From an optimization exercise on the open Yosys and OpenROAD flow, aimed at small area, a short achievable clock period and few clock cycles per item; shortcuts taken in it are not production practice.
RTL that was checked went through simulation tests only; none was proved equivalent to the original.
No activity file was given, so power comes from the tool's default toggle rates.

==> run P <==
// page_frame_replacement
module page_frame_replacement (
  input  wire                          clk,
  input  wire                          rst_n,
  input  wire                          start,
  output logic                         busy,
  input  wire  [pfr_pkg::AddrBits-1:0] in_virtual_address,
  input  wire                          in_is_write,
  output logic                         out_valid,
  output logic                         out_hit,
  output logic [3:0]                   out_frame,
  output logic                         out_evicted,
  output logic [19:0]                  out_victim_page,
  output logic                         out_victim_dirty,
  input  wire                          cfg_we,
  input  wire                          cfg_index,
  input  wire  [pfr_pkg::CfgBits-1:0]  cfg_data
);
  localparam int F = Frames;
  logic               busy_r;
  logic               policy_r;
  logic [F-1:1]       act_r;    
  logic [F-1:0]       hge_r;    
  logic [PageBits-1:0] page_r;
  logic               wr_r;
  logic [F-1:0]       match_r;
  logic [F-1:0] act, st_valid, st_dirty, st_refd, st_match;
  logic [F-1:0] ld, touch, clr;
  logic [PageBits-1:0] st_page [F];
  assign act = {act_r, 1'b1};
  for (genvar g = 0; g < F; g++) begin : g_cell
    pfr_cell u_cell (.clk(clk), .rst_n(rst_n),
                     .cmp_page(in_virtual_address[AddrBits-1:PageShift]),
                     .wr_page(page_r), .act(act[g]), .ld(ld[g]), .touch(touch[g]),
                     .wr(wr_r), .clr_ref(clr[g]),
                     .valid(st_valid[g]), .dirty(st_dirty[g]), .refd(st_refd[g]),
                     .match(st_match[g]), .page(st_page[g]));
  end
  logic accept;
  assign accept = start && !busy_r;
  ...
==> module page_frame_replacement, before the edit <==
module page_frame_replacement (
  input  wire                          clk,
  input  wire                          rst_n,
  input  wire                          start,
  output logic                         busy,
  input  wire  [pfr_pkg::AddrBits-1:0] in_virtual_address,
  input  wire                          in_is_write,
  output logic                         out_valid,
  output logic                         out_hit,
  output logic [3:0]                   out_frame,
  output logic                         out_evicted,
  output logic [19:0]                  out_victim_page,
  output logic                         out_victim_dirty,
  input  wire                          cfg_we,
  input  wire                          cfg_index,
  input  wire  [pfr_pkg::CfgBits-1:0]  cfg_data
);
  localparam int F = Frames;
  logic               busy_r;
  logic               policy_r;
  logic [F-1:1]       act_r;    
  logic [F-1:0]       hge_r;    
  logic [PageBits-1:0] page_r;
  logic               wr_r;
  logic [F-1:0]       match_r;
  logic [F-1:0] act, st_valid, st_dirty, st_refd, st_match;
  logic [F-1:0] ld, touch, clr;
  logic [PageBits-1:0] st_page [F];
  assign act = {act_r, 1'b1};
  for (genvar g = 0; g < F; g++) begin : g_cell
    pfr_cell u_cell (.clk(clk), .rst_n(rst_n),
                     .cmp_page(in_virtual_address[AddrBits-1:PageShift]),
                     .wr_page(page_r), .act(act[g]), .ld(ld[g]), .touch(touch[g]),
                     .wr(wr_r), .clr_ref(clr[g]),
                     .valid(st_valid[g]), .dirty(st_dirty[g]), .refd(st_refd[g]),
                     .match(st_match[g]), .page(st_page[g]));
  end
  logic accept;
  assign accept = start && !busy_r;
  assign busy = busy_r;
  function automatic logic [F-1:0] lowest(input logic [F-1:0] x);
    logic [F/4-1:0] any;
    for (int g = 0; g < F / 4; g++) any[g] = |x[4*g +: 4];
    for (int i = 0; i < F; i++) begin
      lowest[i] = x[i];
      for (int j = 4 * (i / 4); j < i; j++) lowest[i] = lowest[i] && !x[j];
      for (int g = 0; g < i / 4; g++) lowest[i] = lowest[i] && !any[g];
    end
  endfunction
  logic [F-1:0] free, fs;
  logic fill;
  assign free = act & ~st_valid;
  assign fs = lowest(free);
  assign fill = |free;
  logic [F-1:0] r [F];
  logic [F-1:0] lv;
  always_comb begin
    for (int i = 0; i < F; i++) begin
      lv[i] = act[i];
      for (int j = 0; j < F; j++) begin
        if (j < i) lv[i] = lv[i] && (!act[j] || r[j][i]);
        else if (j > i) lv[i] = lv[i] && (!act[j] || !r[i][j]);
      end
    end
  end
  logic [F-1:0] ge, h1, cand, chi, cv, ltv, pass, gt;
  always_comb begin
    logic s;
    ge = (|(hge_r & act)) ? hge_r : '1;
    h1 = ge & ~(ge << 1);
    cand = act & ~st_refd;
    chi = cand & ge;
    if (|chi) cv = lowest(chi);
    else if (|cand) cv = lowest(cand);
    else cv = h1;
    s = 1'b0;
    for (int i = 0; i < F; i++) begin
      gt[i] = s;
      s = s || cv[i];
      ltv[i] = !s;
    end
    if (|chi) pass = ge & ltv;
    else if (|cand) pass = act & (ge | ltv);
    else pass = act;
  end
  logic [F-1:0] ldt_r;
  logic evict_r;
  always_ff @(posedge clk) begin
    match_r <= st_match;
    ldt_r <= fill ? fs : (policy_r == PolClock) ? cv : lv;
    evict_r <= !fill;
  end
  logic [F-1:0] hs, sel;
  logic hit, evict;
  assign hs = lowest(match_r);
  assign hit = |match_r;
  assign evict = !hit && evict_r;
  assign sel = hit ? hs : ldt_r;
  assign touch = busy_r ? hs : '0;
  assign ld = (busy_r && !hit) ? ldt_r : '0;
  assign clr = (busy_r && evict && policy_r == PolClock) ? pass : '0;
  for (genvar i = 0; i < F; i++) begin : g_ri
    for (genvar j = i + 1; j < F; j++) begin : g_rj
      always_ff @(posedge clk) begin
        if (touch[i] || ld[i]) r[i][j] <= 1'b1;
        else if (touch[j] || ld[j]) r[i][j] <= 1'b0;
      end
    end
  end
  logic [3:0] sel_idx;
  logic [PageBits-1:0] vpage;
  logic vdirty;
  always_comb begin
    sel_idx = '0;
    vpage = '0;
    for (int i = 0; i < F; i++) begin
      if (sel[i]) sel_idx = sel_idx | 4'(i);
      if (ldt_r[i]) vpage = vpage | st_page[i];
    end
    vdirty = |(ldt_r & st_dirty);
  end
  always_ff @(posedge clk) begin
    if (busy_r) begin
      page_r <= evict ? vpage : '0;
      wr_r <= evict && vdirty;
    end else begin
      page_r <= in_virtual_address[AddrBits-1:PageShift];
      wr_r <= in_is_write;
    end
  end
  assign out_victim_page = page_r;
  assign out_victim_dirty = wr_r;
  always_ff @(posedge clk) begin
    if (!rst_n) begin
      busy_r <= 1'b0; out_valid <= 1'b0;
      policy_r <= PolLru; act_r <= '1; hge_r <= '1;
    end else begin
      busy_r <= accept;
      out_valid <= busy_r;
      if (cfg_we && !busy_r) begin
        if (cfg_index == CfgPolicy) policy_r <= cfg_data[0];
        else for (int i = 1; i < F; i++) act_r[i] <= (cfg_data > CfgBits'(i));
      end
      if (busy_r && evict && policy_r == PolClock) hge_r <= (|(gt & act)) ? gt : '1;
    end
  end
  always_ff @(posedge clk) begin
    out_hit <= hit;
    out_frame <= sel_idx;
    out_evicted <= evict;
  end
endmodule
clock: 8.0 ns
lec_check: 0
cap_margin: 20
core_margin: 2
core_utilization: 55
setup_slack_margin: 4.85
slew_margin: 20
standard.sh (not shown) runs the stock make flow with config.mk's settings and CLKGATE_MAP_FILE= SYNTH_SCRIPT=/design/flow/synth_recipe.tcl, a recipe that flattens the netlist after the stock synthesis.
==> flow/flow/run.sh <==
#!/bin/bash
bash standard.sh MATCH_CELL_FOOTPRINT=0 finish > standard.log 2>&1
==> run F: changes against run P <==
--- a/flow/design.v
+++ b/flow/design.v
@@ -68,6 +68,6 @@
   logic               busy_r;
   logic               policy_r;
-  logic [F-1:1]       act_r;    
-  logic [F-1:0]       hge_r;    
+  logic [CfgBits-1:0] nfr_r;
+  logic [IdxBits-1:0] hand_r;
   logic [PageBits-1:0] page_r;
   logic               wr_r;
@@ -76,5 +76,7 @@
   logic [F-1:0] ld, touch, clr;
   logic [PageBits-1:0] st_page [F];
-  assign act = {act_r, 1'b1};
+  always_comb begin
+    for (int i = 0; i < F; i++) act[i] = (i == 0) || (nfr_r > CfgBits'(i));
+  end
   for (genvar g = 0; g < F; g++) begin : g_cell
     pfr_cell u_cell (.clk(clk), .rst_n(rst_n),
@@ -88,18 +90,25 @@
   assign accept = start && !busy_r;
   assign busy = busy_r;
+  always_ff @(posedge clk) begin
+    match_r <= st_match;
+    page_r <= in_virtual_address[AddrBits-1:PageShift];
+    wr_r <= in_is_write;
+  end
   function automatic logic [F-1:0] lowest(input logic [F-1:0] x);
-    logic [F/4-1:0] any;
-    for (int g = 0; g < F / 4; g++) any[g] = |x[4*g +: 4];
-    for (int i = 0; i < F; i++) begin
-      lowest[i] = x[i];
-      for (int j = 4 * (i / 4); j < i; j++) lowest[i] = lowest[i] && !x[j];
-      for (int g = 0; g < i / 4; g++) lowest[i] = lowest[i] && !any[g];
+    logic seen;
+    seen = 1'b0;
+    for (int i = 0; i < F; i++) begin
+      lowest[i] = x[i] && !seen;
+      seen = seen || x[i];
     end
   endfunction
-  logic [F-1:0] free, fs;
-  logic fill;
+  logic [F-1:0] hs, free, fs;
+  logic hit, fill, evict;
+  assign hs = lowest(match_r);
+  assign hit = |match_r;
   assign free = act & ~st_valid;
   assign fs = lowest(free);
   assign fill = |free;
+  assign evict = !hit && !fill;
   logic [F-1:0] r [F];
   logic [F-1:0] lv;
@@ -113,9 +122,26 @@
     end
   end
-  logic [F-1:0] ge, h1, cand, chi, cv, ltv, pass, gt;
+  for (genvar i = 0; i < F; i++) begin : g_ri
+    for (genvar j = i + 1; j < F; j++) begin : g_rj
+      always_ff @(posedge clk) begin
+        if (touch[i] || ld[i]) r[i][j] <= 1'b1;
+        else if (touch[j] || ld[j]) r[i][j] <= 1'b0;
+      end
+    end
+  end
+  logic [F-1:0] hdec, h1, ge, cand, chi, cv, ltv, pass;
+  logic [IdxBits-1:0] cv_next;
+  always_comb begin
+    for (int i = 0; i < F; i++) hdec[i] = (hand_r == IdxBits'(i)) && act[i];
+    h1 = hdec;
+    h1[0] = !(|hdec[F-1:1]);
+  end
   always_comb begin
     logic s;
-    ge = (|(hge_r & act)) ? hge_r : '1;
-    h1 = ge & ~(ge << 1);
+    s = 1'b0;
+    for (int i = 0; i < F; i++) begin
+      s = s || h1[i];
+      ge[i] = s;
+    end
     cand = act & ~st_refd;
     chi = cand & ge;
@@ -125,5 +151,4 @@
     s = 1'b0;
     for (int i = 0; i < F; i++) begin
-      gt[i] = s;
       s = s || cv[i];
       ltv[i] = !s;
@@ -132,29 +157,14 @@
     else if (|cand) pass = act & (ge | ltv);
     else pass = act;
-  end
-  logic [F-1:0] ldt_r;
-  logic evict_r;
-  always_ff @(posedge clk) begin
-    match_r <= st_match;
-    ldt_r <= fill ? fs : (policy_r == PolClock) ? cv : lv;
-    evict_r <= !fill;
-  end
-  logic [F-1:0] hs, sel;
-  logic hit, evict;
-  assign hs = lowest(match_r);
-  assign hit = |match_r;
-  assign evict = !hit && evict_r;
-  assign sel = hit ? hs : ldt_r;
+    cv_next = '0;
+    for (int i = 0; i < F - 1; i++)
+      if (cv[i] && act[i + 1]) cv_next = IdxBits'(i + 1);
+  end
+  logic [F-1:0] vs, sel;
+  assign vs = (policy_r == PolClock) ? cv : lv;
+  assign sel = hit ? hs : fill ? fs : vs;
   assign touch = busy_r ? hs : '0;
-  assign ld = (busy_r && !hit) ? ldt_r : '0;
+  assign ld = (busy_r && !hit) ? (fill ? fs : vs) : '0;
   assign clr = (busy_r && evict && policy_r == PolClock) ? pass : '0;
-  for (genvar i = 0; i < F; i++) begin : g_ri
-    for (genvar j = i + 1; j < F; j++) begin : g_rj
-      always_ff @(posedge clk) begin
-        if (touch[i] || ld[i]) r[i][j] <= 1'b1;
-        else if (touch[j] || ld[j]) r[i][j] <= 1'b0;
-      end
-    end
-  end
   logic [3:0] sel_idx;
   logic [PageBits-1:0] vpage;
@@ -165,23 +175,12 @@
     for (int i = 0; i < F; i++) begin
       if (sel[i]) sel_idx = sel_idx | 4'(i);
-      if (ldt_r[i]) vpage = vpage | st_page[i];
-    end
-    vdirty = |(ldt_r & st_dirty);
-  end
-  always_ff @(posedge clk) begin
-    if (busy_r) begin
-      page_r <= evict ? vpage : '0;
-      wr_r <= evict && vdirty;
-    end else begin
-      page_r <= in_virtual_address[AddrBits-1:PageShift];
-      wr_r <= in_is_write;
-    end
-  end
-  assign out_victim_page = page_r;
-  assign out_victim_dirty = wr_r;
+      if (vs[i]) vpage = vpage | st_page[i];
+    end
+    vdirty = |(vs & st_dirty);
+  end
   always_ff @(posedge clk) begin
     if (!rst_n) begin
       busy_r <= 1'b0; out_valid <= 1'b0;
-      policy_r <= PolLru; act_r <= '1; hge_r <= '1;
+      policy_r <= PolLru; nfr_r <= CfgBits'(F); hand_r <= '0;
     end else begin
       busy_r <= accept;
@@ -189,7 +188,7 @@
       if (cfg_we && !busy_r) begin
         if (cfg_index == CfgPolicy) policy_r <= cfg_data[0];
-        else for (int i = 1; i < F; i++) act_r[i] <= (cfg_data > CfgBits'(i));
+        else nfr_r <= cfg_data;
       end
-      if (busy_r && evict && policy_r == PolClock) hge_r <= (|(gt & act)) ? gt : '1;
+      if (busy_r && evict && policy_r == PolClock) hand_r <= cv_next;
     end
   end
@@ -198,4 +197,6 @@
     out_frame <= sel_idx;
     out_evicted <= evict;
+    out_victim_page <= evict ? vpage : '0;
+    out_victim_dirty <= evict && vdirty;
   end
 endmodule
==> flow/run.sh (new file) <==
#!/bin/bash
# synth_recipe.tcl (not shown) runs the flow's synth.tcl, then flattens the netlist and writes it again
# the make line also repeats each setting of config.mk as NAME=value (left out here)
make -C /OpenROAD-flow-scripts/flow DESIGN_CONFIG=/design/flow/config.mk WORK_HOME=/design/flow/orfs CLKGATE_MAP_FILE= SYNTH_SCRIPT=/design/flow/synth_recipe.tcl finish
Settings changed: CORE_UTILIZATION 55 to 40, SETUP_SLACK_MARGIN 4.85 to not set.
removed: flow/flow/run.sh
removed: flow/standard.sh
==> run summary <==
| quantity | run F | run P |
|---|---|---|
| Total clock buffers created by CTS | 67 | 60 |
| DRT Wirelength | 147 mm | 116 mm |
| Flip-flop and latch count after synthesis | 564 | 582 |
| Worst setup slack after placement | 1.95 ns | 3.30 ns |
| Syn Std Cell Area | 29200 µm² | 27300 µm² |
| Overall fraction of global-route tracks in use | 38.8% | 44.9% |
| Largest fanout on the critical path | 34 | 6 |
| Part of the total power dissipated in combinational logic | 7.7% | 8.3% |
| Number of ordinary and repair buffers in the finished layout | 177 | 223 |
| Starting utilization of the core area | 40.2% | 55.7% |
| Worst relative slew slack | 17.5% | 24.0% |
| Minimum setup slack among reg-to-reg paths | 1.75 ns | 4.76 ns |
| Max IR drop VDD | 164 µV | 193 µV |
| Antenna cell count | 4 | 1 |
| Peak Freq | 0.160 GHz | 0.309 GHz |
| Cell with the largest stage delay on the worst path | o211a_1 | or3_4 |
| Run status | complete, no violations | complete, no violations |
| Sequential portion of the cell area | 43.8% | 46.8% |
| Non-filler instance count after layout | 3903 | 3393 |
| Proportion of netlist area held by the largest area contributor | 34.6% | 37.0% |
| Weighted congestion at the end of routability-driven global placement | 1.04 | 1.05 |
| Final core utilization | 46.1% | 66.1% |
Testbench counts of run F, summed over its fixed seeds: cycles 96,048, items 48,000.
Function not checked in run P: the RTL went through the layout flow alone.

## what the ideal ports hide
No port has a modelled driver above. Below, the same layouts with a new extraction and two added sets of constraints.
Step 1, drivers: a clkbuf_16 drives clk and a buf_2 each remaining input, both assumed.
Step 2 also shifts input and output timing later by t, the mid clock arrival at the registers, as if the neighbouring blocks saw the same clock.
a / b / c = ideal / step 1 / step 2; a / b = the first two.
run	t (ns)	setup slack, ns	clock arrival spread, ns	worst data-port slew with drivers (ns)
run P	0.722	4.761 / 4.761 / 4.123	0.057 / 0.057	0.05
run F	0.678	1.753 / 1.753 / 1.753	0.026 / 0.026	0.06
After both steps setup and hold are still met in every run listed. The setup slack of run P, which loses most, moves by 0.000 ns with the drivers and by -0.638 ns with both steps.
